What follows belongs to an exercise in optimizing a design on an open flow for small area, a short achievable clock period and few clock cycles per item; a production flow would make more cautious choices. RTL that was checked went through simulation tests only; none was proved equivalent to the original. No activity file was given, so power comes from the tool's default toggle rates.

Setup of run 1:
==> module wb_lsu, before the edit <==
module wb_lsu (
    input  logic        open_i,         
    input  logic        mem_en_i,
    input  logic        ex_exception_i,
    input  logic [2:0]  funct3_i,
    input  logic [31:0] addr_i,
    input  logic [31:0] wdata_i,
    input  logic [31:0] bus_dat_i,
    output logic        misaligned_o,   
    output logic        bus_o,          
    output logic        cyc_o,
    output logic [3:0]  sel_o,
    output logic [31:0] dat_o,
    output logic [31:0] rdata_o
);
    logic       is_byte;
    logic       is_word;
    logic       mis;
    logic [1:0] a;
    logic [7:0] lane;
    logic       sgn;
    assign a       = addr_i[1:0];
    assign is_byte = funct3_i[1:0] == 2'b00;
    assign is_word = funct3_i[1];
    assign mis          = (funct3_i[1:0] == 2'b01 && a[0]) || (is_word && a != 2'b00);
    assign misaligned_o = mem_en_i && !ex_exception_i && mis;
    assign bus_o        = mem_en_i && !ex_exception_i && !mis;
    assign cyc_o        = open_i && bus_o;
    assign sel_o[0] = is_word || (!a[1] && (funct3_i[0] || !a[0]));
    assign sel_o[1] = is_word || (!a[1] && (funct3_i[0] ||  a[0]));
    assign sel_o[2] = is_word || ( a[1] && (funct3_i[0] || !a[0]));
    assign sel_o[3] = is_word || ( a[1] && (funct3_i[0] ||  a[0]));
    assign dat_o[7:0]   = wdata_i[7:0];
    assign dat_o[15:8]  = a[0] ? wdata_i[7:0] : wdata_i[15:8];
    assign dat_o[23:16] = is_word ? wdata_i[23:16] : wdata_i[7:0];
    assign dat_o[31:24] = is_word ? wdata_i[31:24] : (a[0] ? wdata_i[7:0] : wdata_i[15:8]);
    always_comb begin
        unique case (a)
            2'd0:    lane = bus_dat_i[7:0];
            2'd1:    lane = bus_dat_i[15:8];
            2'd2:    lane = bus_dat_i[23:16];
            default: lane = bus_dat_i[31:24];
        endcase
    end
    assign sgn = !funct3_i[2] && (is_byte ? lane[7] : (a[1] ? bus_dat_i[31] : bus_dat_i[15]));
    assign rdata_o[7:0]   = lane;
    assign rdata_o[15:8]  = is_byte ? {8{sgn}} : (a[1] ? bus_dat_i[31:24] : bus_dat_i[15:8]);
    assign rdata_o[31:16] = is_word ? bus_dat_i[31:16] : {16{sgn}};
endmodule
Settings: LEC_CHECK=0, CAP_MARGIN=20, CORE_MARGIN=2, CORE_UTILIZATION=55, CTS_BUF_LIST=sky130_fd_sc_hd__clkbuf_4 sky130_fd_sc_hd__clkbuf_8, PLACE_DENSITY=0.7, SETUP_SLACK_MARGIN=1.8, SLEW_MARGIN=20; clock period 4.5 ns.
standard.sh (not shown) runs the stock make flow with config.mk's settings and CLKGATE_MAP_FILE= SYNTH_SCRIPT=/design/flow/synth_recipe.tcl, a recipe that flattens the netlist after the stock synthesis.
==> flow/flow/run.sh <==
#!/bin/bash
# Standard layout, with plain buffers on the ports instead of the delay buffers
# buffer_ports picks by default.
export BUFFER_PORTS_ARGS="-buffer_cell sky130_fd_sc_hd__buf_1"
bash standard.sh > standard.log 2>&1
Edits applied to the flow inputs when going from run 1 to run 2:
==> flow/design.v, changed modules only <==
module wb_lsu (
    input  logic        open_i,         
    input  logic        mem_en_i,
    input  logic        ex_exception_i,
    input  logic [2:0]  funct3_i,
    input  logic [31:0] addr_i,
    input  logic [31:0] wdata_i,
    input  logic [31:0] bus_dat_i,
    output logic        misaligned_o,   
    output logic        bus_o,          
    output logic        cyc_o,
    output logic [3:0]  sel_o,
    output logic [31:0] dat_o,
    output logic [31:0] rdata_o
);
    logic       is_byte;
    logic       is_word;
    logic       mis;
    logic [1:0] a;
    logic [7:0] lane;
    logic       sgn;
    assign a       = addr_i[1:0];
    assign is_byte = funct3_i[1:0] == 2'b00;
    assign is_word = funct3_i[1];
    assign mis          = (funct3_i[1:0] == 2'b01 && a[0]) || (is_word && a != 2'b00);
    assign misaligned_o = mem_en_i && !ex_exception_i && mis;
    assign bus_o        = mem_en_i && !ex_exception_i && !mis;
    assign cyc_o        = open_i && bus_o;
    assign sel_o[0] = is_word || (!a[1] && (funct3_i[0] || !a[0]));
    assign sel_o[1] = is_word || (!a[1] && (funct3_i[0] ||  a[0]));
    assign sel_o[2] = is_word || ( a[1] && (funct3_i[0] || !a[0]));
    assign sel_o[3] = is_word || ( a[1] && (funct3_i[0] ||  a[0]));
    assign dat_o[7:0]   = wdata_i[7:0];
    assign dat_o[15:8]  = a[0] ? wdata_i[7:0] : wdata_i[15:8];
    assign dat_o[23:16] = a[1] ? wdata_i[7:0] : wdata_i[23:16];
    assign dat_o[31:24] = a[1] ? (a[0] ? wdata_i[7:0] : wdata_i[15:8]) : wdata_i[31:24];
    always_comb begin
        unique case (a)
            2'd0:    lane = bus_dat_i[7:0];
            2'd1:    lane = bus_dat_i[15:8];
            2'd2:    lane = bus_dat_i[23:16];
            default: lane = bus_dat_i[31:24];
        endcase
    end
    assign sgn = !funct3_i[2] && (is_byte ? lane[7] : (a[1] ? bus_dat_i[31] : bus_dat_i[15]));
    assign rdata_o[7:0]   = lane;
    assign rdata_o[15:8]  = is_byte ? {8{sgn}} : (a[1] ? bus_dat_i[31:24] : bus_dat_i[15:8]);
    assign rdata_o[31:16] = is_word ? bus_dat_i[31:16] : {16{sgn}};
endmodule
--- outcome ---
Run 2: done, clean on timing, DRC and antenna
The total placed cells including tap cells was comparable across run 2 and run 1.
Run 2 against run 1: clock slew seen by the registers of the worst setup and hold paths now sits at about the same level, switching power now sits lower, proportion of final cell area spent on non-clock buffers now sits lower.
Endpoint required time on the critical path on run 2 is up relative to run 1.
Between run 1 and run 2, the flow reports number of non-clock buffers in the layout decreasing slightly.
Run 2: clock share of power is 2.3 points higher than what run 1 reported.
Relative to run 1, area of all placed cells without fillers has decreased by 50 um^2 in run 2.
[run 2 vs run 1] number of clock buffers in the layout: higher in run 2
Going from run 1 to run 2, part of the total power dissipated in sequential elements moved down, ratio of final minimum period to clock period moved down.
Testbench counts of run 2, summed over its fixed seeds: cycles 86,085, instructions 32,000.
Only the layout flow was run in run 1; the RTL was not checked for function there.

separate check: timing with driven ports:
The results above use ideal ports. As a check the final layouts listed here were re-extracted and re-timed, cells and wires unchanged. Step 1 (the two cells are an assumption about what drives the block):
set clk [get_ports {clk_i}]
set_driving_cell -lib_cell sky130_fd_sc_hd__clkbuf_16 $clk
set_driving_cell -lib_cell sky130_fd_sc_hd__buf_2 [delete_from_list [all_inputs] $clk]
Step 2 moves the port delays by t, midway between the first and last clock arrival at a register: inputs arrive t later, outputs are due t later. That takes back most of the time a late clock gives input paths. Three values: ideal ports, drivers, drivers and shift; two values: the first two.
run | t (ns) | slack for setup (ns) | cell pins on the clock port's net
run 1 | 0.540 | 1.698 / 1.654 / 1.270 | 1
run 2 | 0.524 | 1.775 / 1.739 / 1.271 | 1
After both steps setup and hold are still met in every run listed. For run 2, which loses most, drivers alone change the setup slack by -0.036 ns; drivers and shift together by -0.504 ns.
